This design comes from an exercise in tuning for small area and a short achievable clock period on the open sky130 flow, not from production work.
No run shown here included a check of the RTL's function; only the layout flow was run.
Power and IR drop assume default switching activity.

==> design.v <==
package core_pkg;
  localparam int chan_w   = 8;
  localparam int rgb_w    = 24;
  localparam int bridge_w = 32;
  localparam int rtc_w    = 65;
  localparam logic [bridge_w-1:0] addr_reset_pulse   = 32'h0000_0050;
  localparam logic [bridge_w-1:0] addr_deadzone      = 32'h0000_010C;
  localparam logic [bridge_w-1:0] addr_square_pixels = 32'h0000_0200;
  localparam logic [bridge_w-1:0] addr_color_corr    = 32'h0000_0208;
  localparam logic [chan_w-1:0] stick_center = 8'd128;
  localparam logic [chan_w-1:0] percent_full = 8'd100;
  localparam logic [9:0] gain_r = 10'd234;
  localparam logic [9:0] gain_g = 10'd258;
  localparam logic [9:0] gain_b = 10'd304;
  typedef struct packed {
    logic [chan_w-1:0] r;
    logic [chan_w-1:0] g;
    logic [chan_w-1:0] b;
  } pixel_view_t;
  typedef struct packed {
    logic [8:0]  pad_hi;
    logic        slot_interlace_odd;
    logic        slot_square;
    logic [12:0] pad_lo;
  } slot_view_t;
  typedef union packed {
    pixel_view_t pixel;
    slot_view_t  slot;
  } video_word_u;
endpackage
module core_settings_regs #(
  parameter int reset_pulse_cycles = 1048576
) (
  input  logic                          clk_74a,
  input  logic                          pll_core_locked,
  input  logic                          bridge_wr,
  input  logic [core_pkg::bridge_w-1:0] bridge_addr,
  input  logic [core_pkg::bridge_w-1:0] bridge_wr_data,
  output logic                          core_reset,
  output logic [core_pkg::chan_w-1:0]   deadzone,
  output logic [core_pkg::chan_w-1:0]   strength,
  output logic                          square_pixels
);
  localparam int cnt_w = $clog2(reset_pulse_cycles + 1);
  logic [cnt_w-1:0] pulse_count;
  logic [19:0]      strength_wide;
  logic [7:0]       strength_next;
  always_ff @(posedge clk_74a or negedge pll_core_locked) begin
    if (!pll_core_locked) begin
      pulse_count <= '0;
    end else begin
      if (pulse_count != '0) begin
        pulse_count <= pulse_count - cnt_w'(1);
      end
      if (bridge_wr && bridge_addr == core_pkg::addr_reset_pulse) begin
        pulse_count <= cnt_w'(reset_pulse_cycles);
      end
    end
  end
  assign core_reset = !pll_core_locked || (pulse_count != '0);
  assign strength_wide = 20'(bridge_wr_data[6:0]) * 20'd5223;
  assign strength_next = (bridge_wr_data[7:0] >= 8'd100) ? 8'd255 : strength_wide[18:11];
  always_ff @(posedge clk_74a or negedge pll_core_locked) begin
    if (!pll_core_locked) begin
      deadzone      <= '0;
      strength      <= '0;
      square_pixels <= 1'b0;
    end else if (bridge_wr) begin
      case (bridge_addr)
        core_pkg::addr_deadzone: begin
          deadzone <= bridge_wr_data[core_pkg::chan_w-1:0];
        end
        core_pkg::addr_color_corr: begin
          strength <= strength_next;
        end
        core_pkg::addr_square_pixels: begin
          square_pixels <= bridge_wr_data[0];
        end
        default: begin
        end
      endcase
    end
  end
endmodule
module stick_deadzone (
  input  logic                        clk_74a,
  input  logic                        pll_core_locked,
  input  logic [core_pkg::chan_w-1:0] joy_x,
  input  logic [core_pkg::chan_w-1:0] joy_y,
  input  logic [core_pkg::chan_w-1:0] deadzone,
  output logic [core_pkg::chan_w-1:0] stick_x,
  output logic [core_pkg::chan_w-1:0] stick_y
);
  logic [core_pkg::chan_w-1:0] dist_x;
  logic [core_pkg::chan_w-1:0] dist_y;
  logic [core_pkg::chan_w:0]   dist_total;
  logic                        outside;
  function automatic logic [core_pkg::chan_w-1:0] axis_dist(
    input logic [core_pkg::chan_w-1:0] axis
  );
    if (axis[7]) begin
      axis_dist = {1'b0, axis[6:0]};
    end else begin
      axis_dist = 8'd128 - {1'b0, axis[6:0]};
    end
  endfunction
  assign dist_x     = axis_dist(joy_x);
  assign dist_y     = axis_dist(joy_y);
  assign dist_total = {1'b0, dist_x} + {1'b0, dist_y};
  assign outside    = dist_total > {1'b0, deadzone};
  always_ff @(posedge clk_74a or negedge pll_core_locked) begin
    if (!pll_core_locked) begin
      stick_x <= core_pkg::stick_center;
      stick_y <= core_pkg::stick_center;
    end else begin
      stick_x <= outside ? joy_x : core_pkg::stick_center;
      stick_y <= outside ? joy_y : core_pkg::stick_center;
    end
  end
endmodule
module color_correct (
  input  logic                        clk_74a,
  input  logic                        pll_core_locked,
  input  logic [core_pkg::rgb_w-1:0]  rgb_in,
  input  logic                        de_in,
  input  logic                        vs_in,
  input  logic [core_pkg::chan_w-1:0] snap_index,
  input  logic [core_pkg::chan_w-1:0] strength,
  input  logic                        square_pixels,
  output core_pkg::video_word_u       video_rgb,
  output logic                        video_de
);
  logic                  prev_vs;
  logic                  snap_even;
  logic [7:0]            out_g;
  core_pkg::video_word_u pix_word;
  core_pkg::video_word_u slot_word;
  cc_red  i_red  (.c(rgb_in[23:16]), .s(strength), .o(pix_word.pixel.r));
  cc_blue i_blue (.c(rgb_in[7:0]),   .s(strength), .o(pix_word.pixel.b));
  assign out_g            = rgb_in[15:8] - 8'((rgb_in[15] ? strength : 8'd0) < rgb_in[15:8]);
  assign pix_word.pixel.g = out_g;
  always_comb begin
    slot_word.slot.pad_hi             = '0;
    slot_word.slot.slot_interlace_odd = snap_even;
    slot_word.slot.slot_square        = square_pixels;
    slot_word.slot.pad_lo             = '0;
  end
  always_ff @(posedge clk_74a or negedge pll_core_locked) begin
    if (!pll_core_locked) begin
      prev_vs   <= 1'b0;
      snap_even <= 1'b1;
      video_de  <= 1'b0;
      video_rgb <= '0;
    end else begin
      prev_vs  <= vs_in;
      video_de <= de_in;
      if (vs_in && !prev_vs) begin
        snap_even <= ~snap_index[0];
      end
      if (de_in) begin
        video_rgb <= pix_word;
      end else if (video_de) begin
        video_rgb <= slot_word;
      end
    end
  end
endmodule
module cc_red (
  input  logic [7:0] c,
  input  logic [7:0] s,
  output logic [7:0] o
);
  reg [1:0] r_f;
  always @* case (c[6:0])
    7'd0: r_f = 2'd0;
    7'd1: r_f = 2'd1;
    7'd2: r_f = 2'd1;
    7'd3: r_f = 2'd1;
    7'd4: r_f = 2'd1;
    7'd5: r_f = 2'd1;
    7'd6: r_f = 2'd1;
    7'd7: r_f = 2'd1;
    7'd8: r_f = 2'd1;
    7'd9: r_f = 2'd1;
    7'd10: r_f = 2'd1;
    7'd11: r_f = 2'd1;
    7'd12: r_f = 2'd2;
    7'd13: r_f = 2'd2;
    7'd14: r_f = 2'd2;
    7'd15: r_f = 2'd2;
    7'd16: r_f = 2'd1;
    7'd17: r_f = 2'd1;
    7'd18: r_f = 2'd1;
    7'd19: r_f = 2'd1;
    7'd20: r_f = 2'd1;
    7'd21: r_f = 2'd1;
    7'd22: r_f = 2'd1;
    7'd23: r_f = 2'd1;
    7'd24: r_f = 2'd2;
    7'd25: r_f = 2'd2;
    7'd26: r_f = 2'd2;
    7'd27: r_f = 2'd2;
    7'd28: r_f = 2'd2;
    7'd29: r_f = 2'd2;
    7'd30: r_f = 2'd2;
    7'd31: r_f = 2'd2;
    7'd32: r_f = 2'd1;
    7'd33: r_f = 2'd1;
    7'd34: r_f = 2'd1;
    7'd35: r_f = 2'd2;
    7'd36: r_f = 2'd2;
    7'd37: r_f = 2'd2;
    7'd38: r_f = 2'd2;
    7'd39: r_f = 2'd2;
    7'd40: r_f = 2'd2;
    7'd41: r_f = 2'd2;
    7'd42: r_f = 2'd2;
    7'd43: r_f = 2'd2;
    7'd44: r_f = 2'd2;
    7'd45: r_f = 2'd2;
    7'd46: r_f = 2'd2;
    7'd47: r_f = 2'd3;
    7'd48: r_f = 2'd2;
    7'd49: r_f = 2'd2;
    7'd50: r_f = 2'd2;
    7'd51: r_f = 2'd2;
    7'd52: r_f = 2'd2;
    7'd53: r_f = 2'd2;
    7'd54: r_f = 2'd2;
    7'd55: r_f = 2'd2;
    7'd56: r_f = 2'd2;
    7'd57: r_f = 2'd2;
    7'd58: r_f = 2'd2;
    7'd59: r_f = 2'd3;
    7'd60: r_f = 2'd3;
    7'd61: r_f = 2'd3;
    7'd62: r_f = 2'd3;
    7'd63: r_f = 2'd3;
    7'd64: r_f = 2'd1;
    7'd65: r_f = 2'd1;
    7'd66: r_f = 2'd1;
    7'd67: r_f = 2'd1;
    7'd68: r_f = 2'd1;
    7'd69: r_f = 2'd1;
    7'd70: r_f = 2'd2;
    7'd71: r_f = 2'd2;
    7'd72: r_f = 2'd2;
    7'd73: r_f = 2'd2;
    7'd74: r_f = 2'd2;
    7'd75: r_f = 2'd2;
    7'd76: r_f = 2'd2;
    7'd77: r_f = 2'd2;
    7'd78: r_f = 2'd2;
    7'd79: r_f = 2'd2;
    7'd80: r_f = 2'd1;
    7'd81: r_f = 2'd1;
    7'd82: r_f = 2'd2;
    7'd83: r_f = 2'd2;
    7'd84: r_f = 2'd2;
    7'd85: r_f = 2'd2;
    7'd86: r_f = 2'd2;
    7'd87: r_f = 2'd2;
    7'd88: r_f = 2'd2;
    7'd89: r_f = 2'd2;
    7'd90: r_f = 2'd2;
    7'd91: r_f = 2'd2;
    7'd92: r_f = 2'd2;
    7'd93: r_f = 2'd2;
    7'd94: r_f = 2'd3;
    7'd95: r_f = 2'd3;
    7'd96: r_f = 2'd2;
    7'd97: r_f = 2'd2;
    7'd98: r_f = 2'd2;
    7'd99: r_f = 2'd2;
    7'd100: r_f = 2'd2;
    7'd101: r_f = 2'd2;
    7'd102: r_f = 2'd2;
    7'd103: r_f = 2'd2;
    7'd104: r_f = 2'd2;
    7'd105: r_f = 2'd3;
    7'd106: r_f = 2'd3;
    7'd107: r_f = 2'd3;
    7'd108: r_f = 2'd3;
    7'd109: r_f = 2'd3;
    7'd110: r_f = 2'd3;
    7'd111: r_f = 2'd3;
    7'd112: r_f = 2'd2;
    7'd113: r_f = 2'd2;
    7'd114: r_f = 2'd2;
    7'd115: r_f = 2'd2;
    7'd116: r_f = 2'd2;
    7'd117: r_f = 2'd3;
    7'd118: r_f = 2'd3;
    7'd119: r_f = 2'd3;
    7'd120: r_f = 2'd3;
    7'd121: r_f = 2'd3;
    7'd122: r_f = 2'd3;
    7'd123: r_f = 2'd3;
    7'd124: r_f = 2'd3;
    7'd125: r_f = 2'd3;
    7'd126: r_f = 2'd3;
    7'd127: r_f = 2'd3;
    default: r_f = 2'd0;
  endcase
  wire r_0 = s[0] ^ 1'b0;
  wire r_1 = s[0] & 1'b0;
  wire r_2 = s[1] ^ s[0] ^ r_1;
  wire r_3 = (s[1] & s[0]) | (s[1] & r_1) | (s[0] & r_1);
  wire r_4 = s[2] ^ s[1] ^ r_3;
  wire r_5 = (s[2] & s[1]) | (s[2] & r_3) | (s[1] & r_3);
  wire r_6 = s[3] ^ s[2] ^ r_5;
  wire r_7 = (s[3] & s[2]) | (s[3] & r_5) | (s[2] & r_5);
  wire r_8 = s[4] ^ s[3] ^ r_7;
  wire r_9 = (s[4] & s[3]) | (s[4] & r_7) | (s[3] & r_7);
  wire r_10 = s[5] ^ s[4] ^ r_9;
  wire r_11 = (s[5] & s[4]) | (s[5] & r_9) | (s[4] & r_9);
  wire r_12 = s[6] ^ s[5] ^ r_11;
  wire r_13 = (s[6] & s[5]) | (s[6] & r_11) | (s[5] & r_11);
  wire r_14 = s[7] ^ s[6] ^ r_13;
  wire r_15 = (s[7] & s[6]) | (s[7] & r_13) | (s[6] & r_13);
  wire r_16 = s[7] ^ r_15;
  wire r_17 = s[7] & r_15;
  wire r_18 = r_0 ^ 1'b0;
  wire r_19 = r_0 & 1'b0;
  wire r_20 = r_2 ^ 1'b0 ^ r_19;
  wire r_21 = (r_2 & 1'b0) | (r_2 & r_19) | (1'b0 & r_19);
  wire r_22 = r_4 ^ 1'b0 ^ r_21;
  wire r_23 = (r_4 & 1'b0) | (r_4 & r_21) | (1'b0 & r_21);
  wire r_24 = r_6 ^ s[0] ^ r_23;
  wire r_25 = (r_6 & s[0]) | (r_6 & r_23) | (s[0] & r_23);
  wire r_26 = r_8 ^ s[1] ^ r_25;
  wire r_27 = (r_8 & s[1]) | (r_8 & r_25) | (s[1] & r_25);
  wire r_28 = r_10 ^ s[2] ^ r_27;
  wire r_29 = (r_10 & s[2]) | (r_10 & r_27) | (s[2] & r_27);
  wire r_30 = r_12 ^ s[3] ^ r_29;
  wire r_31 = (r_12 & s[3]) | (r_12 & r_29) | (s[3] & r_29);
  wire r_32 = r_14 ^ s[4] ^ r_31;
  wire r_33 = (r_14 & s[4]) | (r_14 & r_31) | (s[4] & r_31);
  wire r_34 = r_16 ^ s[5] ^ r_33;
  wire r_35 = (r_16 & s[5]) | (r_16 & r_33) | (s[5] & r_33);
  wire r_36 = r_17 ^ s[6] ^ r_35;
  wire r_37 = (r_17 & s[6]) | (r_17 & r_35) | (s[6] & r_35);
  wire r_38 = 1'b0 ^ s[7] ^ r_37;
  wire r_39 = (1'b0 & s[7]) | (1'b0 & r_37) | (s[7] & r_37);
  wire r_40 = 1'b0 ^ r_39;
  wire r_41 = 1'b0 & r_39;
  wire r_42 = s[0] ^ 1'b0;
  wire r_43 = s[0] & 1'b0;
  wire r_44 = s[1] ^ 1'b0 ^ r_43;
  wire r_45 = (s[1] & 1'b0) | (s[1] & r_43) | (1'b0 & r_43);
  wire r_46 = s[2] ^ s[0] ^ r_45;
  wire r_47 = (s[2] & s[0]) | (s[2] & r_45) | (s[0] & r_45);
  wire r_48 = s[3] ^ s[1] ^ r_47;
  wire r_49 = (s[3] & s[1]) | (s[3] & r_47) | (s[1] & r_47);
  wire r_50 = s[4] ^ s[2] ^ r_49;
  wire r_51 = (s[4] & s[2]) | (s[4] & r_49) | (s[2] & r_49);
  wire r_52 = s[5] ^ s[3] ^ r_51;
  wire r_53 = (s[5] & s[3]) | (s[5] & r_51) | (s[3] & r_51);
  wire r_54 = s[6] ^ s[4] ^ r_53;
  wire r_55 = (s[6] & s[4]) | (s[6] & r_53) | (s[4] & r_53);
  wire r_56 = s[7] ^ s[5] ^ r_55;
  wire r_57 = (s[7] & s[5]) | (s[7] & r_55) | (s[5] & r_55);
  wire r_58 = s[6] ^ r_57;
  wire r_59 = s[6] & r_57;
  wire r_60 = s[7] ^ r_59;
  wire r_61 = s[7] & r_59;
  wire r_62 = ~c[1] ^ ~(r_20 & c[7]);
  wire r_63 = ~c[1] & ~(r_20 & c[7]);
  wire r_64 = ~c[2] ^ ~(r_22 & c[7]) ^ ~(r_46 & c[6]);
  wire r_65 = (~c[2] & ~(r_22 & c[7])) | (~c[2] & ~(r_46 & c[6])) | (~(r_22 & c[7]) & ~(r_46 & c[6]));
  wire r_66 = ~c[3] ^ ~(r_24 & c[7]) ^ ~(r_48 & c[6]);
  wire r_67 = (~c[3] & ~(r_24 & c[7])) | (~c[3] & ~(r_48 & c[6])) | (~(r_24 & c[7]) & ~(r_48 & c[6]));
  wire r_68 = ~(s[2] & c[5]) ^ ~(s[3] & c[4]);
  wire r_69 = ~(s[2] & c[5]) & ~(s[3] & c[4]);
  wire r_70 = ~c[4] ^ ~(r_26 & c[7]) ^ ~(r_50 & c[6]);
  wire r_71 = (~c[4] & ~(r_26 & c[7])) | (~c[4] & ~(r_50 & c[6])) | (~(r_26 & c[7]) & ~(r_50 & c[6]));
  wire r_72 = ~(s[3] & c[5]) ^ ~(s[4] & c[4]);
  wire r_73 = ~(s[3] & c[5]) & ~(s[4] & c[4]);
  wire r_74 = ~c[5] ^ ~(r_28 & c[7]) ^ ~(r_52 & c[6]);
  wire r_75 = (~c[5] & ~(r_28 & c[7])) | (~c[5] & ~(r_52 & c[6])) | (~(r_28 & c[7]) & ~(r_52 & c[6]));
  wire r_76 = ~(s[4] & c[5]) ^ ~(s[5] & c[4]);
  wire r_77 = ~(s[4] & c[5]) & ~(s[5] & c[4]);
  wire r_78 = ~c[6] ^ ~(r_30 & c[7]) ^ ~(r_54 & c[6]);
  wire r_79 = (~c[6] & ~(r_30 & c[7])) | (~c[6] & ~(r_54 & c[6])) | (~(r_30 & c[7]) & ~(r_54 & c[6]));
  wire r_80 = ~(s[5] & c[5]) ^ ~(s[6] & c[4]);
  wire r_81 = ~(s[5] & c[5]) & ~(s[6] & c[4]);
  wire r_82 = ~c[7] ^ ~(r_32 & c[7]) ^ ~(r_56 & c[6]);
  wire r_83 = (~c[7] & ~(r_32 & c[7])) | (~c[7] & ~(r_56 & c[6])) | (~(r_32 & c[7]) & ~(r_56 & c[6]));
  wire r_84 = ~(s[6] & c[5]) ^ ~(s[7] & c[4]);
  wire r_85 = ~(s[6] & c[5]) & ~(s[7] & c[4]);
  wire r_86 = c[0] ^ ~(r_34 & c[7]) ^ ~(r_58 & c[6]);
  wire r_87 = (c[0] & ~(r_34 & c[7])) | (c[0] & ~(r_58 & c[6])) | (~(r_34 & c[7]) & ~(r_58 & c[6]));
  wire r_88 = ~c[0] ^ ~(r_18 & c[7]) ^ ~(r_42 & c[6]);
  wire r_89 = (~c[0] & ~(r_18 & c[7])) | (~c[0] & ~(r_42 & c[6])) | (~(r_18 & c[7]) & ~(r_42 & c[6]));
  wire r_90 = r_62 ^ ~(r_44 & c[6]) ^ ~(s[0] & c[5]);
  wire r_91 = (r_62 & ~(r_44 & c[6])) | (r_62 & ~(s[0] & c[5])) | (~(r_44 & c[6]) & ~(s[0] & c[5]));
  wire r_92 = ~(s[1] & c[4]) ^ ~(s[1] & r_f[0]);
  wire r_93 = ~(s[1] & c[4]) & ~(s[1] & r_f[0]);
  wire r_94 = r_63 ^ r_64 ^ ~(s[1] & c[5]);
  wire r_95 = (r_63 & r_64) | (r_63 & ~(s[1] & c[5])) | (r_64 & ~(s[1] & c[5]));
  wire r_96 = ~(s[2] & c[4]) ^ ~(s[2] & r_f[0]) ^ ~(s[1] & r_f[1]);
  wire r_97 = (~(s[2] & c[4]) & ~(s[2] & r_f[0])) | (~(s[2] & c[4]) & ~(s[1] & r_f[1])) | (~(s[2] & r_f[0]) & ~(s[1] & r_f[1]));
  wire r_98 = r_65 ^ r_66 ^ r_68;
  wire r_99 = (r_65 & r_66) | (r_65 & r_68) | (r_66 & r_68);
  wire r_100 = ~(s[3] & r_f[0]) ^ ~(s[2] & r_f[1]) ^ 1'b1;
  wire r_101 = (~(s[3] & r_f[0]) & ~(s[2] & r_f[1])) | (~(s[3] & r_f[0]) & 1'b1) | (~(s[2] & r_f[1]) & 1'b1);
  wire r_102 = r_67 ^ r_69 ^ r_70;
  wire r_103 = (r_67 & r_69) | (r_67 & r_70) | (r_69 & r_70);
  wire r_104 = r_72 ^ ~(s[4] & r_f[0]) ^ ~(s[3] & r_f[1]);
  wire r_105 = (r_72 & ~(s[4] & r_f[0])) | (r_72 & ~(s[3] & r_f[1])) | (~(s[4] & r_f[0]) & ~(s[3] & r_f[1]));
  wire r_106 = r_71 ^ r_73 ^ r_74;
  wire r_107 = (r_71 & r_73) | (r_71 & r_74) | (r_73 & r_74);
  wire r_108 = r_76 ^ ~(s[5] & r_f[0]) ^ ~(s[4] & r_f[1]);
  wire r_109 = (r_76 & ~(s[5] & r_f[0])) | (r_76 & ~(s[4] & r_f[1])) | (~(s[5] & r_f[0]) & ~(s[4] & r_f[1]));
  wire r_110 = r_75 ^ r_77 ^ r_78;
  wire r_111 = (r_75 & r_77) | (r_75 & r_78) | (r_77 & r_78);
  wire r_112 = r_80 ^ ~(s[6] & r_f[0]) ^ ~(s[5] & r_f[1]);
  wire r_113 = (r_80 & ~(s[6] & r_f[0])) | (r_80 & ~(s[5] & r_f[1])) | (~(s[6] & r_f[0]) & ~(s[5] & r_f[1]));
  wire r_114 = r_79 ^ r_81 ^ r_82;
  wire r_115 = (r_79 & r_81) | (r_79 & r_82) | (r_81 & r_82);
  wire r_116 = r_84 ^ ~(s[7] & r_f[0]) ^ ~(s[6] & r_f[1]);
  wire r_117 = (r_84 & ~(s[7] & r_f[0])) | (r_84 & ~(s[6] & r_f[1])) | (~(s[7] & r_f[0]) & ~(s[6] & r_f[1]));
  wire r_118 = r_83 ^ r_85 ^ r_86;
  wire r_119 = (r_83 & r_85) | (r_83 & r_86) | (r_85 & r_86);
  wire r_120 = ~(s[7] & c[5]) ^ ~(s[7] & r_f[1]) ^ 1'b1;
  wire r_121 = (~(s[7] & c[5]) & ~(s[7] & r_f[1])) | (~(s[7] & c[5]) & 1'b1) | (~(s[7] & r_f[1]) & 1'b1);
  wire r_122 = r_87 ^ c[1] ^ ~(r_36 & c[7]);
  wire r_123 = (r_87 & c[1]) | (r_87 & ~(r_36 & c[7])) | (c[1] & ~(r_36 & c[7]));
  wire r_124 = r_88 ^ ~(s[0] & c[4]);
  wire r_125 = r_88 & ~(s[0] & c[4]);
  wire r_126 = r_89 ^ r_90 ^ r_92;
  wire r_127 = (r_89 & r_90) | (r_89 & r_92) | (r_90 & r_92);
  wire r_128 = r_91 ^ r_93 ^ r_94;
  wire r_129 = (r_91 & r_93) | (r_91 & r_94) | (r_93 & r_94);
  wire r_130 = r_95 ^ r_97 ^ r_98;
  wire r_131 = (r_95 & r_97) | (r_95 & r_98) | (r_97 & r_98);
  wire r_132 = r_99 ^ r_101 ^ r_102;
  wire r_133 = (r_99 & r_101) | (r_99 & r_102) | (r_101 & r_102);
  wire r_134 = r_103 ^ r_105 ^ r_106;
  wire r_135 = (r_103 & r_105) | (r_103 & r_106) | (r_105 & r_106);
  wire r_136 = r_107 ^ r_109 ^ r_110;
  wire r_137 = (r_107 & r_109) | (r_107 & r_110) | (r_109 & r_110);
  wire r_138 = r_111 ^ r_113 ^ r_114;
  wire r_139 = (r_111 & r_113) | (r_111 & r_114) | (r_113 & r_114);
  wire r_140 = r_115 ^ r_117 ^ r_118;
  wire r_141 = (r_115 & r_117) | (r_115 & r_118) | (r_117 & r_118);
  wire r_142 = r_119 ^ r_121 ^ r_122;
  wire r_143 = (r_119 & r_121) | (r_119 & r_122) | (r_121 & r_122);
  wire r_144 = r_123 ^ c[2] ^ ~(r_38 & c[7]);
  wire r_145 = (r_123 & c[2]) | (r_123 & ~(r_38 & c[7])) | (c[2] & ~(r_38 & c[7]));
  wire r_146 = r_124 ^ ~(s[0] & r_f[0]);
  wire r_147 = r_124 & ~(s[0] & r_f[0]);
  wire r_148 = r_125 ^ r_126 ^ ~(s[0] & r_f[1]);
  wire r_149 = (r_125 & r_126) | (r_125 & ~(s[0] & r_f[1])) | (r_126 & ~(s[0] & r_f[1]));
  wire r_150 = r_127 ^ r_128 ^ r_96;
  wire r_151 = (r_127 & r_128) | (r_127 & r_96) | (r_128 & r_96);
  wire r_152 = r_129 ^ r_130 ^ r_100;
  wire r_153 = (r_129 & r_130) | (r_129 & r_100) | (r_130 & r_100);
  wire r_154 = r_131 ^ r_132 ^ r_104;
  wire r_155 = (r_131 & r_132) | (r_131 & r_104) | (r_132 & r_104);
  wire r_156 = r_133 ^ r_134 ^ r_108;
  wire r_157 = (r_133 & r_134) | (r_133 & r_108) | (r_134 & r_108);
  wire r_158 = r_135 ^ r_136 ^ r_112;
  wire r_159 = (r_135 & r_136) | (r_135 & r_112) | (r_136 & r_112);
  wire r_160 = r_137 ^ r_138 ^ r_116;
  wire r_161 = (r_137 & r_138) | (r_137 & r_116) | (r_138 & r_116);
  wire r_162 = r_139 ^ r_140 ^ r_120;
  wire r_163 = (r_139 & r_140) | (r_139 & r_120) | (r_140 & r_120);
  wire r_164 = r_141 ^ r_142 ^ ~(r_60 & c[6]);
  wire r_165 = (r_141 & r_142) | (r_141 & ~(r_60 & c[6])) | (r_142 & ~(r_60 & c[6]));
  wire r_166 = r_143 ^ r_144 ^ ~(r_61 & c[6]);
  wire r_167 = (r_143 & r_144) | (r_143 & ~(r_61 & c[6])) | (r_144 & ~(r_61 & c[6]));
  wire r_168 = r_145 ^ c[3] ^ ~(r_40 & c[7]);
  wire r_169 = (r_145 & c[3]) | (r_145 & ~(r_40 & c[7])) | (c[3] & ~(r_40 & c[7]));
  wire [15:0] r_sum = {c[7], c[6], c[5], r_169, r_167, r_165, r_163, r_161, r_159, r_157, r_155, r_153, r_151, r_149, r_147, r_146} + {1'b1, 1'b1, 1'b1, c[4], r_168, r_166, r_164, r_162, r_160, r_158, r_156, r_154, r_152, r_150, r_148, 1'b1};
  assign o = r_sum[15:8];
endmodule
module cc_blue (
  input  logic [7:0] c,
  input  logic [7:0] s,
  output logic [7:0] o
);
  reg [1:0] b_h;
  always @* case (c[3:0])
    4'd0: b_h = 2'd0;
    4'd1: b_h = 2'd0;
    4'd2: b_h = 2'd0;
    4'd3: b_h = 2'd0;
    4'd4: b_h = 2'd0;
    4'd5: b_h = 2'd0;
    4'd6: b_h = 2'd1;
    4'd7: b_h = 2'd1;
    4'd8: b_h = 2'd1;
    4'd9: b_h = 2'd1;
    4'd10: b_h = 2'd1;
    4'd11: b_h = 2'd2;
    4'd12: b_h = 2'd2;
    4'd13: b_h = 2'd2;
    4'd14: b_h = 2'd2;
    4'd15: b_h = 2'd2;
    default: b_h = 2'd0;
  endcase
  wire b_0 = s[0] ^ 1'b0;
  wire b_1 = s[0] & 1'b0;
  wire b_2 = s[1] ^ s[0] ^ b_1;
  wire b_3 = (s[1] & s[0]) | (s[1] & b_1) | (s[0] & b_1);
  wire b_4 = s[2] ^ s[1] ^ b_3;
  wire b_5 = (s[2] & s[1]) | (s[2] & b_3) | (s[1] & b_3);
  wire b_6 = s[3] ^ s[2] ^ b_5;
  wire b_7 = (s[3] & s[2]) | (s[3] & b_5) | (s[2] & b_5);
  wire b_8 = s[4] ^ s[3] ^ b_7;
  wire b_9 = (s[4] & s[3]) | (s[4] & b_7) | (s[3] & b_7);
  wire b_10 = s[5] ^ s[4] ^ b_9;
  wire b_11 = (s[5] & s[4]) | (s[5] & b_9) | (s[4] & b_9);
  wire b_12 = s[6] ^ s[5] ^ b_11;
  wire b_13 = (s[6] & s[5]) | (s[6] & b_11) | (s[5] & b_11);
  wire b_14 = s[7] ^ s[6] ^ b_13;
  wire b_15 = (s[7] & s[6]) | (s[7] & b_13) | (s[6] & b_13);
  wire b_16 = s[7] ^ b_15;
  wire b_17 = s[7] & b_15;
  wire b_18 = ~c[3] ^ (b_6 & c[4]);
  wire b_19 = ~c[3] & (b_6 & c[4]);
  wire b_20 = ~c[4] ^ (b_8 & c[4]) ^ (b_6 & c[5]);
  wire b_21 = (~c[4] & (b_8 & c[4])) | (~c[4] & (b_6 & c[5])) | ((b_8 & c[4]) & (b_6 & c[5]));
  wire b_22 = ~c[5] ^ (b_10 & c[4]) ^ (b_8 & c[5]);
  wire b_23 = (~c[5] & (b_10 & c[4])) | (~c[5] & (b_8 & c[5])) | ((b_10 & c[4]) & (b_8 & c[5]));
  wire b_24 = ~c[6] ^ (b_12 & c[4]) ^ (b_10 & c[5]);
  wire b_25 = (~c[6] & (b_12 & c[4])) | (~c[6] & (b_10 & c[5])) | ((b_12 & c[4]) & (b_10 & c[5]));
  wire b_26 = ~c[7] ^ (b_14 & c[4]) ^ (b_12 & c[5]);
  wire b_27 = (~c[7] & (b_14 & c[4])) | (~c[7] & (b_12 & c[5])) | ((b_14 & c[4]) & (b_12 & c[5]));
  wire b_28 = c[0] ^ (b_16 & c[4]) ^ (b_14 & c[5]);
  wire b_29 = (c[0] & (b_16 & c[4])) | (c[0] & (b_14 & c[5])) | ((b_16 & c[4]) & (b_14 & c[5]));
  wire b_30 = c[1] ^ (b_17 & c[4]);
  wire b_31 = c[1] & (b_17 & c[4]);
  wire b_32 = ~c[1] ^ (b_2 & c[4]);
  wire b_33 = ~c[1] & (b_2 & c[4]);
  wire b_34 = ~c[2] ^ (b_4 & c[4]) ^ (b_2 & c[5]);
  wire b_35 = (~c[2] & (b_4 & c[4])) | (~c[2] & (b_2 & c[5])) | ((b_4 & c[4]) & (b_2 & c[5]));
  wire b_36 = (b_0 & c[6]) ^ (s[2] & b_h[0]);
  wire b_37 = (b_0 & c[6]) & (s[2] & b_h[0]);
  wire b_38 = b_18 ^ (b_4 & c[5]) ^ (b_2 & c[6]);
  wire b_39 = (b_18 & (b_4 & c[5])) | (b_18 & (b_2 & c[6])) | ((b_4 & c[5]) & (b_2 & c[6]));
  wire b_40 = (b_0 & c[7]) ^ (s[3] & b_h[0]) ^ (s[2] & b_h[1]);
  wire b_41 = ((b_0 & c[7]) & (s[3] & b_h[0])) | ((b_0 & c[7]) & (s[2] & b_h[1])) | ((s[3] & b_h[0]) & (s[2] & b_h[1]));
  wire b_42 = b_19 ^ b_20 ^ (b_4 & c[6]);
  wire b_43 = (b_19 & b_20) | (b_19 & (b_4 & c[6])) | (b_20 & (b_4 & c[6]));
  wire b_44 = (b_2 & c[7]) ^ (s[4] & b_h[0]) ^ (s[3] & b_h[1]);
  wire b_45 = ((b_2 & c[7]) & (s[4] & b_h[0])) | ((b_2 & c[7]) & (s[3] & b_h[1])) | ((s[4] & b_h[0]) & (s[3] & b_h[1]));
  wire b_46 = b_21 ^ b_22 ^ (b_6 & c[6]);
  wire b_47 = (b_21 & b_22) | (b_21 & (b_6 & c[6])) | (b_22 & (b_6 & c[6]));
  wire b_48 = (b_4 & c[7]) ^ (s[5] & b_h[0]) ^ (s[4] & b_h[1]);
  wire b_49 = ((b_4 & c[7]) & (s[5] & b_h[0])) | ((b_4 & c[7]) & (s[4] & b_h[1])) | ((s[5] & b_h[0]) & (s[4] & b_h[1]));
  wire b_50 = b_23 ^ b_24 ^ (b_8 & c[6]);
  wire b_51 = (b_23 & b_24) | (b_23 & (b_8 & c[6])) | (b_24 & (b_8 & c[6]));
  wire b_52 = (b_6 & c[7]) ^ (s[6] & b_h[0]) ^ (s[5] & b_h[1]);
  wire b_53 = ((b_6 & c[7]) & (s[6] & b_h[0])) | ((b_6 & c[7]) & (s[5] & b_h[1])) | ((s[6] & b_h[0]) & (s[5] & b_h[1]));
  wire b_54 = b_25 ^ b_26 ^ (b_10 & c[6]);
  wire b_55 = (b_25 & b_26) | (b_25 & (b_10 & c[6])) | (b_26 & (b_10 & c[6]));
  wire b_56 = (b_8 & c[7]) ^ (s[7] & b_h[0]) ^ (s[6] & b_h[1]);
  wire b_57 = ((b_8 & c[7]) & (s[7] & b_h[0])) | ((b_8 & c[7]) & (s[6] & b_h[1])) | ((s[7] & b_h[0]) & (s[6] & b_h[1]));
  wire b_58 = b_27 ^ b_28 ^ (b_12 & c[6]);
  wire b_59 = (b_27 & b_28) | (b_27 & (b_12 & c[6])) | (b_28 & (b_12 & c[6]));
  wire b_60 = (b_10 & c[7]) ^ (s[7] & b_h[1]) ^ 1'b1;
  wire b_61 = ((b_10 & c[7]) & (s[7] & b_h[1])) | ((b_10 & c[7]) & 1'b1) | ((s[7] & b_h[1]) & 1'b1);
  wire b_62 = b_29 ^ b_30 ^ (b_16 & c[5]);
  wire b_63 = (b_29 & b_30) | (b_29 & (b_16 & c[5])) | (b_30 & (b_16 & c[5]));
  wire b_64 = (b_14 & c[6]) ^ (b_12 & c[7]) ^ 1'b1;
  wire b_65 = ((b_14 & c[6]) & (b_12 & c[7])) | ((b_14 & c[6]) & 1'b1) | ((b_12 & c[7]) & 1'b1);
  wire b_66 = b_31 ^ c[2] ^ (b_17 & c[5]);
  wire b_67 = (b_31 & c[2]) | (b_31 & (b_17 & c[5])) | (c[2] & (b_17 & c[5]));
  wire b_68 = (b_16 & c[6]) ^ (b_14 & c[7]) ^ 1'b1;
  wire b_69 = ((b_16 & c[6]) & (b_14 & c[7])) | ((b_16 & c[6]) & 1'b1) | ((b_14 & c[7]) & 1'b1);
  wire b_70 = c[3] ^ (b_17 & c[6]) ^ (b_16 & c[7]);
  wire b_71 = (c[3] & (b_17 & c[6])) | (c[3] & (b_16 & c[7])) | ((b_17 & c[6]) & (b_16 & c[7]));
  wire b_72 = ~c[0] ^ (b_0 & c[4]);
  wire b_73 = ~c[0] & (b_0 & c[4]);
  wire b_74 = b_32 ^ (b_0 & c[5]) ^ (s[1] & b_h[0]);
  wire b_75 = (b_32 & (b_0 & c[5])) | (b_32 & (s[1] & b_h[0])) | ((b_0 & c[5]) & (s[1] & b_h[0]));
  wire b_76 = b_33 ^ b_34 ^ b_36;
  wire b_77 = (b_33 & b_34) | (b_33 & b_36) | (b_34 & b_36);
  wire b_78 = b_35 ^ b_37 ^ b_38;
  wire b_79 = (b_35 & b_37) | (b_35 & b_38) | (b_37 & b_38);
  wire b_80 = b_39 ^ b_41 ^ b_42;
  wire b_81 = (b_39 & b_41) | (b_39 & b_42) | (b_41 & b_42);
  wire b_82 = b_43 ^ b_45 ^ b_46;
  wire b_83 = (b_43 & b_45) | (b_43 & b_46) | (b_45 & b_46);
  wire b_84 = b_47 ^ b_49 ^ b_50;
  wire b_85 = (b_47 & b_49) | (b_47 & b_50) | (b_49 & b_50);
  wire b_86 = b_51 ^ b_53 ^ b_54;
  wire b_87 = (b_51 & b_53) | (b_51 & b_54) | (b_53 & b_54);
  wire b_88 = b_55 ^ b_57 ^ b_58;
  wire b_89 = (b_55 & b_57) | (b_55 & b_58) | (b_57 & b_58);
  wire b_90 = b_59 ^ b_61 ^ b_62;
  wire b_91 = (b_59 & b_61) | (b_59 & b_62) | (b_61 & b_62);
  wire b_92 = b_63 ^ b_65 ^ b_66;
  wire b_93 = (b_63 & b_65) | (b_63 & b_66) | (b_65 & b_66);
  wire b_94 = b_67 ^ b_69 ^ b_70;
  wire b_95 = (b_67 & b_69) | (b_67 & b_70) | (b_69 & b_70);
  wire b_96 = b_71 ^ c[4] ^ (b_17 & c[7]);
  wire b_97 = (b_71 & c[4]) | (b_71 & (b_17 & c[7])) | (c[4] & (b_17 & c[7]));
  wire b_98 = b_72 ^ (s[0] & b_h[0]);
  wire b_99 = b_72 & (s[0] & b_h[0]);
  wire b_100 = b_73 ^ b_74 ^ (s[0] & b_h[1]);
  wire b_101 = (b_73 & b_74) | (b_73 & (s[0] & b_h[1])) | (b_74 & (s[0] & b_h[1]));
  wire b_102 = b_75 ^ b_76 ^ (s[1] & b_h[1]);
  wire b_103 = (b_75 & b_76) | (b_75 & (s[1] & b_h[1])) | (b_76 & (s[1] & b_h[1]));
  wire b_104 = b_77 ^ b_78 ^ b_40;
  wire b_105 = (b_77 & b_78) | (b_77 & b_40) | (b_78 & b_40);
  wire b_106 = b_79 ^ b_80 ^ b_44;
  wire b_107 = (b_79 & b_80) | (b_79 & b_44) | (b_80 & b_44);
  wire b_108 = b_81 ^ b_82 ^ b_48;
  wire b_109 = (b_81 & b_82) | (b_81 & b_48) | (b_82 & b_48);
  wire b_110 = b_83 ^ b_84 ^ b_52;
  wire b_111 = (b_83 & b_84) | (b_83 & b_52) | (b_84 & b_52);
  wire b_112 = b_85 ^ b_86 ^ b_56;
  wire b_113 = (b_85 & b_86) | (b_85 & b_56) | (b_86 & b_56);
  wire b_114 = b_87 ^ b_88 ^ b_60;
  wire b_115 = (b_87 & b_88) | (b_87 & b_60) | (b_88 & b_60);
  wire b_116 = b_89 ^ b_90 ^ b_64;
  wire b_117 = (b_89 & b_90) | (b_89 & b_64) | (b_90 & b_64);
  wire b_118 = b_91 ^ b_92 ^ b_68;
  wire b_119 = (b_91 & b_92) | (b_91 & b_68) | (b_92 & b_68);
  wire b_120 = b_93 ^ b_94 ^ 1'b1;
  wire b_121 = (b_93 & b_94) | (b_93 & 1'b1) | (b_94 & 1'b1);
  wire b_122 = b_95 ^ b_96 ^ 1'b1;
  wire b_123 = (b_95 & b_96) | (b_95 & 1'b1) | (b_96 & 1'b1);
  wire b_124 = b_97 ^ c[5] ^ 1'b1;
  wire b_125 = (b_97 & c[5]) | (b_97 & 1'b1) | (c[5] & 1'b1);
  wire b_126 = c[6] ^ 1'b1;
  wire b_127 = c[6] & 1'b1;
  wire b_128 = c[7] ^ 1'b1;
  wire b_129 = c[7] & 1'b1;
  wire [16:0] b_sum = {b_129, b_127, b_125, b_123, b_121, b_119, b_117, b_115, b_113, b_111, b_109, b_107, b_105, b_103, b_101, b_99, b_98} + {1'b1, b_128, b_126, b_124, b_122, b_120, b_118, b_116, b_114, b_112, b_110, b_108, b_106, b_104, b_102, b_100, 1'b1};
  assign o = b_sum[16] ? 8'd255 : b_sum[15:8];
endmodule
module rtc_packer (
  input  logic                          clk_74a,
  input  logic                          pll_core_locked,
  input  logic [core_pkg::bridge_w-1:0] rtc_date,
  input  logic [core_pkg::bridge_w-1:0] rtc_time,
  output logic [core_pkg::rtc_w-1:0]    rtc_word
);
  logic [core_pkg::bridge_w-1:0] prev_time;
  logic                          rtc_changed;
  always_ff @(posedge clk_74a or negedge pll_core_locked) begin
    if (!pll_core_locked) begin
      prev_time   <= '0;
      rtc_changed <= 1'b0;
    end else begin
      prev_time   <= rtc_time;
      rtc_changed <= rtc_changed ^ (rtc_time != prev_time);
    end
  end
  assign rtc_word = {
    rtc_changed,
    8'h00,
    8'h01,
    rtc_date[23:16],
    rtc_date[15:8],
    rtc_date[7:0],
    rtc_time[23:16],
    rtc_time[15:8],
    rtc_time[7:0]
  };
endmodule
module core_top #(
  parameter int reset_pulse_cycles = 1048576
) (
  input  logic                          clk_74a,
  input  logic                          pll_core_locked,
  input  logic [core_pkg::bridge_w-1:0] bridge_addr,
  input  logic                          bridge_wr,
  input  logic [core_pkg::bridge_w-1:0] bridge_wr_data,
  input  logic [31:0]                   cont1_joy,
  input  logic [core_pkg::bridge_w-1:0] rtc_date,
  input  logic [core_pkg::bridge_w-1:0] rtc_time,
  input  logic [core_pkg::rgb_w-1:0]    rgb_in,
  input  logic                          de_in,
  input  logic                          vs_in,
  input  logic [core_pkg::chan_w-1:0]   snap_index,
  output logic                          core_reset,
  output logic [core_pkg::chan_w-1:0]   stick_x,
  output logic [core_pkg::chan_w-1:0]   stick_y,
  output logic [23:0]                   video_rgb,
  output logic                          video_de,
  output logic [core_pkg::rtc_w-1:0]    rtc_word
);
  logic [core_pkg::chan_w-1:0] deadzone;
  logic [core_pkg::chan_w-1:0] strength;
  logic                        square_pixels;
  core_settings_regs #(
    .reset_pulse_cycles(reset_pulse_cycles)
  ) i_settings (
    .clk_74a        (clk_74a),
    .pll_core_locked(pll_core_locked),
    .bridge_wr      (bridge_wr),
    .bridge_addr    (bridge_addr),
    .bridge_wr_data (bridge_wr_data),
    .core_reset     (core_reset),
    .deadzone       (deadzone),
    .strength       (strength),
    .square_pixels  (square_pixels)
  );
  stick_deadzone i_stick (
    .clk_74a        (clk_74a),
    .pll_core_locked(pll_core_locked),
    .joy_x          (cont1_joy[7:0]),
    .joy_y          (cont1_joy[15:8]),
    .deadzone       (deadzone),
    .stick_x        (stick_x),
    .stick_y        (stick_y)
  );
  color_correct i_color (
    .clk_74a        (clk_74a),
    .pll_core_locked(pll_core_locked),
    .rgb_in         (rgb_in),
    .de_in          (de_in),
    .vs_in          (vs_in),
    .snap_index     (snap_index),
    .strength       (strength),
    .square_pixels  (square_pixels),
    .video_rgb      (video_rgb),
    .video_de       (video_de)
  );
  rtc_packer i_rtc (
    .clk_74a        (clk_74a),
    .pll_core_locked(pll_core_locked),
    .rtc_date       (rtc_date),
    .rtc_time       (rtc_time),
    .rtc_word       (rtc_word)
  );
endmodule
==> flow/run.sh <==
#!/bin/bash
# Standard layout, but with the smallest buffer on the ports instead of the
# delay buffer buffer_ports picks by itself.
set -o pipefail
export BUFFER_PORTS_ARGS="-buffer_cell sky130_fd_sc_hd__buf_1"
bash standard.sh 2>&1 | tee standard.log
==> standard.sh <==
#!/bin/bash
# synth_recipe.tcl (not shown) runs the flow's synth.tcl, then flattens the netlist and writes it again
# the make line also repeats each setting of config.mk as NAME=value (left out here)
make -C /OpenROAD-flow-scripts/flow DESIGN_CONFIG=/design/flow/config.mk WORK_HOME=/design/flow/orfs CLKGATE_MAP_FILE= SYNTH_SCRIPT=/design/flow/synth_recipe.tcl "${@:-finish}"
==> config.mk <==
export PLATFORM = sky130hd
export DESIGN_NAME = core_top
export DESIGN_NICKNAME = core_top
export VERILOG_FILES = /design/flow/design.v
export SDC_FILE = /design/flow/constraint.sdc
export NUM_CORES = 4
export LEC_CHECK = 0
export CAP_MARGIN = 20
export CORE_MARGIN = 2
export CORE_UTILIZATION = 40
export SLEW_MARGIN = 20
==> constraint.sdc <==
create_clock -name core_clock -period 18.0 [get_ports {clk_74a}]
set_input_delay 3.6000 -clock core_clock [delete_from_list [all_inputs] [get_ports {clk_74a}]]
set_output_delay 3.6000 -clock core_clock [all_outputs]
set_load 0.01 [all_outputs]
==> results.json, run 1 <==
{
  "power_leakage_nw": 5.97,
  "hold_slack_ns": 0.478,
  "nFillCells": 2861,
  "multiInputGateArea_um2": 7800,
  "timing.critical_path.arrival_ns": 8.97,
  "crit_path_start_kind": "input pin",
  "die_area_um2": 30800,
  "n_antenna_cell": 0,
  "cts_tree": "built",
  "clockPowerShare_pct": 32.4,
  "fin_util_pct": 45.1,
  "cp_slowest_cell": "a2bb2oi_1",
  "yosysSeqAreaShare_pct": 24.3,
  "grt_pass1_wl_um": 45000,
  "seqCellArea_um2": 2860,
  "grt_use_total_pct": 18.1,
  "period_share_pct": 48.3,
  "ant_nets": 0,
  "root_buffer": "clkbuf_16",
  "holdCritStartpoint": "i_rtc.rtc_changed$_DFF_PN0_",
  "routed_wl_um": 26900,
  "power_density_nw_per_um2": 80.6,
  "drt-initial-drc-count": 479,
  "areaGrowthSynthToFinish_pct": 10.6,
  "cpPeakStageDelay_ns": 0.61,
  "remaining_drc_errors": 0,
  "r2r_start": "i_settings.strength[0]$_DFFE_PN0P_",
  "holdCritPathClass": "reg -> reg",
  "drive_gt1_share_pct": 4.46,
  "startpoint": "rgb_in[20]",
  "netSwitchingFraction_pct": 37.0,
  "synth_area_leaders": "dfrtp_1 24%, fa_1 18%, ha_1 15%",
  "synth_area_per_cell_um2": 9.45,
  "intPower_mw": 0.662,
  "clockBufferDepth": 2,
  "maxCapViolations": 0,
  "drv_slew": 0,
  "crit_chain": "buf_1 > nor2_1 > o21ai_0 > a21oi_1 > a21oi_1 > a2bb2oi_1 > nand2_1 > fa_1 > fa_1 > fa_1 > ha_1 > a21oi_1 > nor2b_1 > o21a_1 > or3_1 > a311oi_2 > xnor2_1 > o21ai_0",
  "yosys_most_used_dff": "dfrtp_1",
  "async_reset_ff_share_pct": 100,
  "post_cts_resized": 0,
  "yosysMostFrequentCell": "inv_1",
  "core_um2": 28900,
  "ys_warn_count": 6,
  "overflow": 0,
  "finalHoldViolCount": 0,
  "grt_max_degree": 77,
  "cts-hold-fix-buffers": 0,
  "grt_antenna_before_repair": 0,
  "clock_latency_ns": 0.42,
  "setup_viol": 0,
  "grt_pass1_vias": 8973,
  "netlist_instances": 1247,
  "crit_family": "compound AO/OA/AOI/OAI gates",
  "status": "finished clean",
  "critical_path_buf_inv_count": 1,
  "synthDistinctLibCells": 70,
  "synth-edff-count": 0,
  "combPwrFrac_pct": 40.4,
  "p_total_mw": 1.05,
  "nNetsFinal": 1824,
  "vias": 8801,
  "yosysTopAreaCell": "dfrtp_1",
  "cts_setup_buffers": 0,
  "vdd_drop_max_v": 0.0000572,
  "switching_power_mw": 0.389,
  "initial_core_util_pct": 40.8,
  "cp.required_ns": 18.28,
  "gp_congestion": 0.860,
  "dp_hpwl_um": 22000,
  "dieHeight_um": 176,
  "io_pins": 304,
  "drt_first_pass_iters": 5,
  "grt_setup_unrepaired": "no",
  "num_rows": 62,
  "die_w_um": 176,
  "cts_sinks": 114,
  "cts-buffers-inserted": 17,
  "port_buffers": 184,
  "synthTopCellsByCount": "150 x inv_1, 143 x ha_1, 111 x dfrtp_1",
  "skew_ns": 0.00660,
  "synth_seq_cells": 114,
  "wl_per_cell_um": 15.2,
  "path_class": "in -> reg",
  "fin_crit_ns": 8.69,
  "tightest_slew_ns": 0.936,
  "seqPwrFrac_pct": 27.1,
  "synth.top_cell.area_share_pct": 23.6,
  "setup_tns_ns": 0,
  "max_freq_ghz": 0.115,
  "syn_area_um2": 11800,
  "vias_per_cell": 4.96,
  "relSlewSlack_pct": 37.6,
  "path_max_fanout": 17,
  "end_kind": "flip-flop",
  "cts.clk_slew.worst_paths_ns": 0.06,
  "cts.htree.levels": 4
}
## cell families after synthesis
| kind of cell | synth area share [%] |
|---|---|
| flops | 24.3 |
| buf+inv | 9.97 |
| mux | 0.457 |
| compound gates | 9.63 |
| xor+xnor | 7.44 |
| other cells | 0.0638 |
| simple gates | 14.6 |
| fa+ha+maj | 33.6 |
## worst register-to-register path, delay by kind of cell, from the launching register on
kind,cells,cell delay [ns]
buffers and inverters,3,0.24
flip-flops,1,0.78
AO/OA/AOI/OAI,5,1.08
adder cells (fa/ha/maj),12,5.54
XOR/XNOR,1,0.16
AND/OR/NAND/NOR,4,0.69
## power by group through the flow
stage | Combinational [mW] | Clock (mW) | Sequential, mW
3_5_place_dp | 0.427 | 0 | 0.289
3_3_place_gp | 0.417 | 0 | 0.289
2_1_floorplan | 0.316 | 0 | 0.294
5_1_grt | 0.491 | 0.359 | 0.287
4_1_cts | 0.430 | 0.348 | 0.285
6_report | 0.425 | 0.341 | 0.285
## metal layers
metal | track usage, % | vias up | routed length [um]
li1 | - | 4315 | -
met1 | 26.0 | 4259 | 12900
met2 | 29.0 | 202 | 12600
met3 | 2.86 | 25 | 1120
met4 | 3.79 | 0 | 282
met5 | 0 | - | 0
## placed cells by master, fill, tap and decap left out, drive strengths merged, types with 4 or more instances in the layout
master / Yosys / layout
nor2: 90 / 90
ha: 143 / 143
nand4: 11 / 11
or3: 10 / 10
nand2: 110 / 110
o21a: 8 / 8
fa: 108 / 108
and3: 5 / 5
a21o: 10 / 10
conb: 2 / 16
a31oi: 17 / 17
nor3: 27 / 27
o31ai: 4 / 4
nor2b: 14 / 14
nand3: 11 / 11
xor2: 53 / 53
o21bai: 7 / 7
xnor2: 47 / 47
o21ai: 51 / 51
inv: 150 / 158
dfrtp: 111 / 111
clkinv: 1 / 5
clkbuf: 23 / 18
buf: 69 / 187
nand2b: 6 / 6
or2: 5 / 5
a211oi: 7 / 7
nor4: 18 / 18
a21oi: 45 / 45
and2: 36 / 36
## area by class of cell
class | count | share of cell area [%]
Clock buffer | 17 | 3.27
Clock inverter | 15 | 1.32
Inverter | 151 | 4.35
Multi-Input combinational cell | 904 | 59.9
Sequential cell | 114 | 21.9
Tap cell | 384 | 3.69
Timing Repair Buffer | 188 | 5.56
## per-stage QoR
stage,cells,worst slack (ns),area (um^2)
finish,1773,9.31,13000
global route,1773,8.85,13000
CTS,1773,9.25,13000
detailed placement,1741,8.83,12400
global placement,1741,8.89,12400
floorplan,1261,9.91,11800
## path summary, 6_finish.rpt
path | to | depth (start not counted) | slack (ns)
min | i_rtc.rtc_changed$_DFF_PN0_ | 1 | 0.48
max | i_color.video_rgb[22]$_DFFE_PN0P_ | 18 | 9.31
min in group asynchronous | i_stick.stick_x[2]$_DFF_PN0_ | 1 | 3.21
min reg2reg | i_rtc.rtc_changed$_DFF_PN0_ | 1 | 0.48
max in group asynchronous | i_stick.stick_y[6]$_DFF_PN0_ | 2 | 13.41
max reg2reg | i_color.video_rgb[22]$_DFFE_PN0P_ | 25 | 9.37
## sequential cells by signal (all words and copies together), names as in the netlist
register                  flops
i_color.prev_vs               1
i_settings.strength           8
i_settings.deadzone           8
i_settings.pulse_count       21
i_color.video_rgb            24
i_settings.square_pixels      1
i_rtc.rtc_changed             1
i_color.video_de              1
i_stick.stick_x               8
i_rtc.prev_time              32
i_color.snap_even             1
i_stick.stick_y               8
==> inputs of run 2 (changes only) <==
==> flow/run.sh (replaced) <==
#!/bin/bash
# Standard layout with the smallest buffer on the ports, and timing repair
# aiming for slack beyond the 18 ns constraint.
set -o pipefail
export BUFFER_PORTS_ARGS="-buffer_cell sky130_fd_sc_hd__buf_1"
export SETUP_SLACK_MARGIN=10.0
bash standard.sh 2>&1 | tee standard.log
==> run 2 against run 1 <==
Clock-buffer cell count unchanged. Highest routed layer unchanged. Flip-flop and latch count unchanged. Hold slack worse by 0.0033 ns. Synthesized area unchanged.
==> results.json, run 2 <==
{
  "die_area_um2": 30800,
  "vias_per_cell": 4.93,
  "final_cell_mix": "172 x buf_1, 148 x inv_1, 141 x ha_1, 109 x nand2_1",
  "hold_path_depth": 2,
  "switching_power_mw": 0.397,
  "synthTopCellsByCount": "150 x inv_1, 143 x ha_1, 111 x dfrtp_1",
  "largest-register": "i_rtc.prev_time",
  "n_antenna_cell": 0,
  "finalHoldViolCount": 0,
  "cts_tree": "built",
  "synth-edff-count": 0,
  "routed_wl_um": 27400,
  "synth.top_cell.area_share_pct": 23.6,
  "grt_setup_unrepaired": "no",
  "power_density_nw_per_um2": 80.8,
  "skew_ns": 0.0120,
  "synth_area_per_cell_um2": 9.45,
  "grt_antenna_before_repair": 0,
  "areaGrowthSynthToFinish_pct": 12.4,
  "period_share_pct": 43.8,
  "clockPowerShare_pct": 32.1,
  "max_freq_ghz": 0.127,
  "nNetsFinal": 1833,
  "synth_seq_cells": 114,
  "fin_crit_ns": 7.88,
  "cts-buffers-inserted": 17,
  "grt_use_total_pct": 18.4,
  "reg_top3": "i_rtc.prev_time x32, i_color.video_rgb x24, i_settings.pulse_count x21",
  "overflow": 0,
  "seqPwrFrac_pct": 26.7,
  "path_class": "in -> out",
  "yosys_most_used_dff": "dfrtp_1",
  "num_rows": 62,
  "synthDistinctLibCells": 70,
  "clockBufferDepth": 2,
  "setup_viol": 0,
  "drv_slew": 0,
  "yosysTopAreaCell": "dfrtp_1",
  "nFillCells": 2839,
  "core_um2": 28900,
  "cts_sinks": 114,
  "crit_path_start_kind": "input pin",
  "gp_congestion": 0.871,
  "vdd_drop_max_v": 0.0000628,
  "dieHeight_um": 176,
  "grt_pass1_wl_um": 45500,
  "tightest_slew_ns": 0.904,
  "netlist_instances": 1247,
  "syn_area_um2": 11800,
  "holdCritStartpoint": "i_color.snap_even$_DFFE_PN1P_",
  "cts-hold-fix-buffers": 0,
  "intPower_mw": 0.673,
  "die_w_um": 176,
  "relSlewSlack_pct": 39.7,
  "wl_per_cell_um": 15.4,
  "maxCapViolations": 0,
  "synth_area_leaders": "dfrtp_1 24%, fa_1 18%, ha_1 15%",
  "status": "finished clean",
  "cp.required_ns": 14.40,
  "dp_hpwl_um": 21900,
  "grt_max_degree": 74,
  "drt-initial-drc-count": 424,
  "initial_core_util_pct": 40.8,
  "rr_worst_depth": 25,
  "clock_latency_ns": 0.42,
  "netSwitchingFraction_pct": 37.1,
  "drt_first_pass_iters": 5,
  "largest_reg_flops": 32,
  "combPwrFrac_pct": 41.2,
  "power_leakage_nw": 6.04,
  "final_common_cell": "buf_1",
  "placed_cells": 1740,
  "setup_tns_ns": 0,
  "grt_pass1_vias": 8924,
  "drive_gt1_share_pct": 7.37,
  "ant_nets": 0,
  "holdCritPathClass": "reg -> reg",
  "vias": 8793,
  "path_max_fanout": 43,
  "final_cells": 1782,
  "ys_warn_count": 6,
  "io_pins": 304,
  "cts.htree.levels": 4,
  "dp_slack_ns": 9.14,
  "setup_ws_ns": 10.12,
  "async_reset_ff_share_pct": 100,
  "remaining_drc_errors": 0,
  "fin_util_pct": 45.9,
  "end_kind": "output port",
  "r2r_start": "i_settings.strength[1]$_DFFE_PN0P_",
  "port_buffers": 184,
  "yosysMostFrequentCell": "inv_1",
  "startpoint": "pll_core_locked",
  "root_buffer": "clkbuf_16",
  "cts.clk_slew.worst_paths_ns": 0.06,
  "timing.critical_path.arrival_ns": 4.28,
  "yosysSeqAreaShare_pct": 24.3
}
==> run 2: area by class of cell <==
cell class	count	area [um^2]	area share, %
inverters	151	571	4.31
clock buffers	17	425	3.21
repair buffers	197	817	6.17
multi-input cells	904	7900	59.7
flip-flops and latches	114	2870	21.7
well taps	384	480	3.63
clock inverters	15	174	1.31
==> run 2: repair_timing <==
item                       in CTS  in global routing
setup endpoints to repair       7                 10
gates resized for setup        14                 27
buffers inserted                8                  2
pin swaps                       1                  4
==> run 2: path summary, 6_finish.rpt <==
path                                                      to  slack [ns]
min in group asynchronous       i_stick.stick_x[0]$_DFF_PN0_        3.12
hold reg to reg                i_color.snap_even$_DFFE_PN1P_        0.47
max in group asynchronous          i_color.prev_vs$_DFF_PN0_       13.63
setup / recovery                                  core_reset       10.12
setup reg to reg           i_color.video_rgb[22]$_DFFE_PN0P_       10.27
hold / removal                 i_color.snap_even$_DFFE_PN1P_        0.47
==> run 2: critical path: stages <==
cell and delay (ns):
clkbuf_8 0.34, nand2_1 0.16, buf_1 0.16
==> run 2: kinds of logic (layout without fill, tap and decap cells) <==
logic type	Yosys count	count (layout)	synth area share [%]
other cells	2	16	0.0638
flops	114	114	24.3
xor+xnor	100	100	7.44
simple gates	352	352	14.6
mux	5	5	0.457
compound gates	179	179	9.63
buf+inv	243	380	9.97
fa+ha+maj	252	252	33.6
==> run 2: routing by layer <==
metal	vias up	wire, um	track usage (%)
li1	4331	-	-
met1	4270	12900	26.1
met2	167	13100	30.1
met3	25	997	2.19
met4	0	341	4.48
met5	-	0	0
==> run 2: stage by stage <==
step | hold WS (ns) | total power [mW] | area [um^2]
floorplan | 0.448 | 0.610 | 11800
global placement | 0.463 | 0.707 | 12400
detailed placement | 0.469 | 0.713 | 12400
CTS | 0.479 | 1.07 | 13100
global route | 0.507 | 1.16 | 13200
finish | 0.474 | 1.07 | 13200
==> run 2: power by group through the flow <==
stage | clock [mW] | combinational [mW] | sequential [mW]
after detailed placement | 0 | 0.424 | 0.290
after CTS | 0.352 | 0.430 | 0.285
after floorplan | 0 | 0.316 | 0.294
final | 0.343 | 0.441 | 0.285
after global placement | 0 | 0.418 | 0.290
after global routing | 0.363 | 0.508 | 0.288
==> inputs of run 3 (changes only) <==
--- a/flow/run.sh
+++ b/flow/run.sh
@@ -4,4 +4,4 @@
 set -o pipefail
 export BUFFER_PORTS_ARGS="-buffer_cell sky130_fd_sc_hd__buf_1"
-export SETUP_SLACK_MARGIN=10.0
+export SETUP_SLACK_MARGIN=10.6
 bash standard.sh 2>&1 | tee standard.log
==> run 3 against run 2 <==
Worst setup slack gained 0.37 ns. Fmax grew 4.9%. Clock power shrank 2%. Sequential power hardly changed. Non-clock buffer count up 60. Flip-flop and latch count stayed put. Clock skew decreased by 0.0031 ns. Clock-buffer cell count is the same. Global-route usage grew 1.3 points. Design area is 9.5% higher. Die area unchanged.
==> results.json, run 3 <==
{
  "setup_tns_ns": 0,
  "synth_mux_area_share_pct": 0.457,
  "fin_crit_ns": 7.51,
  "drv_slew": 0,
  "power_leakage_nw": 6.65,
  "yosysMostFrequentCell": "inv_1",
  "largest_reg_flops": 32,
  "vias_per_cell": 5.04,
  "cp.required_ns": 14.40,
  "grt_use_total_pct": 19.7,
  "clock_latency_ns": 0.42,
  "wl_met2_um": 14000,
  "io_pins": 304,
  "skew_ns": 0.00890,
  "areaGrowthSynthToFinish_pct": 23.0,
  "dp_slack_ns": 9.41,
  "final_common_cell": "inv_1",
  "critical_path_buf_inv_count": 2,
  "fin_util_pct": 50.2,
  "setup_viol": 0,
  "cpPeakStageDelay_ns": 0.14,
  "dieHeight_um": 176,
  "wl_per_cell_um": 16.3,
  "grt_pass1_wl_um": 48500,
  "holdCritPathClass": "reg -> reg",
  "yosysSeqAreaShare_pct": 24.3,
  "synthAdderAreaFrac_pct": 33.6,
  "synth_area_per_cell_um2": 9.45,
  "gp_congestion": 0.846,
  "yosysTopAreaCell": "dfrtp_1",
  "cts-hold-fix-buffers": 0,
  "synth.top_cell.area_share_pct": 23.6,
  "clockBufferDepth": 2,
  "die_area_um2": 30800,
  "relSlewSlack_pct": 43.2,
  "cts-buffers-inserted": 17,
  "grt_max_degree": 66,
  "netlist_instances": 1247,
  "syn_area_um2": 11800,
  "remaining_drc_errors": 0,
  "tightest_slew_ns": 0.852,
  "synth-edff-count": 0,
  "cts.clk_slew.worst_paths_ns": 0.06,
  "yosys.area_share.xor_xnor_pct": 7.44,
  "timing.critical_path.arrival_ns": 3.91,
  "crit_chain": "clkbuf_16 > nand2_4 > buf_6",
  "wl_met3_um": 1240,
  "port_buffers": 184,
  "dp_hpwl_um": 22000,
  "synth_area_leaders": "dfrtp_1 24%, fa_1 18%, ha_1 15%",
  "period_share_pct": 41.7,
  "path_max_fanout": 3,
  "root_buffer": "clkbuf_16",
  "synthTopCellsByCount": "150 x inv_1, 143 x ha_1, 111 x dfrtp_1",
  "grt_pass1_vias": 9380,
  "synth_compound_area_share_pct": 9.63,
  "final_cell_mix": "140 x inv_1, 135 x ha_1, 116 x buf_1, 106 x nand2_1, 106 x dfrtp_1",
  "grt_setup_unrepaired": "yes",
  "die_w_um": 176,
  "grt_antenna_before_repair": 2,
  "cp_slowest_cell": "buf_6",
  "yosys_most_used_dff": "dfrtp_1",
  "setup_ws_ns": 10.49,
  "drt_first_pass_iters": 5,
  "initial_core_util_pct": 40.8,
  "synthDistinctLibCells": 70,
  "ant_nets": 0,
  "reg_top3": "i_rtc.prev_time x32, i_color.video_rgb x24, i_settings.pulse_count x21",
  "async_reset_ff_share_pct": 100,
  "vias": 9286,
  "nNetsFinal": 1893,
  "synthSimpleGateAreaFrac_pct": 14.6,
  "core_um2": 28900,
  "routedLengthMet1_um": 13800,
  "finalHoldViolCount": 0,
  "synth_seq_cells": 114,
  "cts_sinks": 114,
  "drive_gt1_share_pct": 18.4,
  "routed_wl_um": 30000,
  "rrSetupSlack_ns": 10.59,
  "status": "finished clean",
  "end_kind": "output port",
  "max_freq_ghz": 0.133,
  "ys_warn_count": 6,
  "maxCapViolations": 0,
  "crit_path_start_kind": "input pin",
  "synth_top_family_by_area": "adder cells",
  "vdd_drop_max_v": 0.0000450,
  "power_density_nw_per_um2": 80.1,
  "cts_tree": "built",
  "cts.htree.levels": 4,
  "path_class": "in -> out",
  "largest-register": "i_rtc.prev_time",
  "drt-initial-drc-count": 391,
  "num_rows": 62,
  "crit_family": "buffers and inverters",
  "top_layer": "met4",
  "overflow": 0
}
run 3: path summary, 6_finish.rpt:
check                                                    from  depth (start not counted)                                 end
max                                           pll_core_locked                          3                          core_reset
min                         i_color.video_rgb[16]$_DFFE_PN0P_                          2   i_color.video_rgb[16]$_DFFE_PN0P_
max reg2reg                i_settings.strength[1]$_DFFE_PN0P_                         26   i_color.video_rgb[23]$_DFFE_PN0P_
min reg2reg                 i_color.video_rgb[16]$_DFFE_PN0P_                          2   i_color.video_rgb[16]$_DFFE_PN0P_
max in group asynchronous                     pll_core_locked                          3  i_settings.strength[1]$_DFFE_PN0P_
min in group asynchronous                     pll_core_locked                          1       i_rtc.prev_time[19]$_DFF_PN0_
run 3: routing by layer:
metal / up-vias / global-route usage (%)
li1: 4446 / -
met1: 4561 / 27.5
met2: 218 / 30.8
met3: 61 / 3.64
met4: 0 / 6.92
met5: - / 0
run 3: final cells by class:
| class | count | area [um^2] |
|---|---|---|
| diodes | 2 | 5.00 |
| clock buffers | 17 | 425 |
| clock inverters | 15 | 158 |
| fillers | 2629 | 14400 |
| inverters | 151 | 578 |
| multi-input cells | 904 | 8160 |
| flip-flops and latches | 114 | 2860 |
| well taps | 384 | 480 |
| repair buffers | 257 | 1820 |
run 3: through the flow:
stage	cells	hold slack, ns	power, mW	area, um^2
6_report	1844	0.482	1.16	14500
5_1_grt	1844	0.502	1.25	14500
4_1_cts	1825	0.485	1.13	14200
3_5_place_dp	1740	0.471	0.738	12500
3_3_place_gp	1740	0.463	0.730	12500
2_1_floorplan	1261	0.448	0.633	12000
run 3: report_power, final:
| part | leakage (nW) | internal (mW) | switching (mW) | total, mW |
|---|---|---|---|---|
| sequential | 1.31 | 0.275 | 0.0106 | 0.285 |
| clock | 0.283 | 0.196 | 0.141 | 0.337 |
| combinational | 5.06 | 0.254 | 0.284 | 0.538 |
| total | 6.65 | 0.725 | 0.435 | 1.16 |
run 3: worst reg2reg max path: cells and delay by family, from the launching register on:
family                     cells  cell delay [ns]
DFF                            1             0.47
adders and majority gates     12             5.02
buffers and inverters          4             0.31
AOI/OAI and AO/OA              5             0.86
and+or+nand+nor                5             0.65
run 3: logic make-up (layout without fill, tap and decap cells):
family                   Yosys count  count (layout)
flip-flops                       114             114
other                              2              18
AO/OA/AOI/OAI                    179             179
XOR/XNOR                         100             100
multiplexers                       5               5
AND/OR/NAND/NOR                  352             352
buffers and inverters            243             440
adder cells (fa/ha/maj)          252             252
run 3: repair_timing:
action | in CTS | in global routing
pin swaps | 19 | 12
cloned | 2 | 0
gates resized for setup | 224 | 36
buffers inserted | 51 | 17
setup endpoints to repair | 41 | 43

port drivers added, routing unchanged:
How much do the figures lean on ideal ports? The routed layouts below were timed once more, with nothing changed but the port constraints. Step 1, drivers: a clkbuf_16 drives clk_74a and a buf_2 each remaining input, both assumed. Step 2 moves the port delays by t, midway between the first and last clock arrival at a register: inputs arrive t later, outputs are due t later. That takes back most of the time a late clock gives input paths. Three values: ideal, step 1, step 2; two values: the first two.
| run | t (ns) | setup slack, ns | worst setup path at the end | latest minus earliest clock arrival (ns) | pins driven straight from the clock port |
|---|---|---|---|---|---|
| run 1 | 0.454 | 9.314 / 9.328 / 8.874 | input to register | 0.007 / 0.008 | 1 |
| run 2 | 0.456 | 10.118 / 10.084 / 9.805 | input to register | 0.014 / 0.015 | 1 |
| run 3 | 0.453 | 10.488 / 10.284 / 10.102 | input to register | 0.011 / 0.011 | 1 |
After both steps setup and hold are still met in every run listed. The setup slack of run 1, which loses most, moves by +0.014 ns with the drivers and by -0.440 ns with both steps.
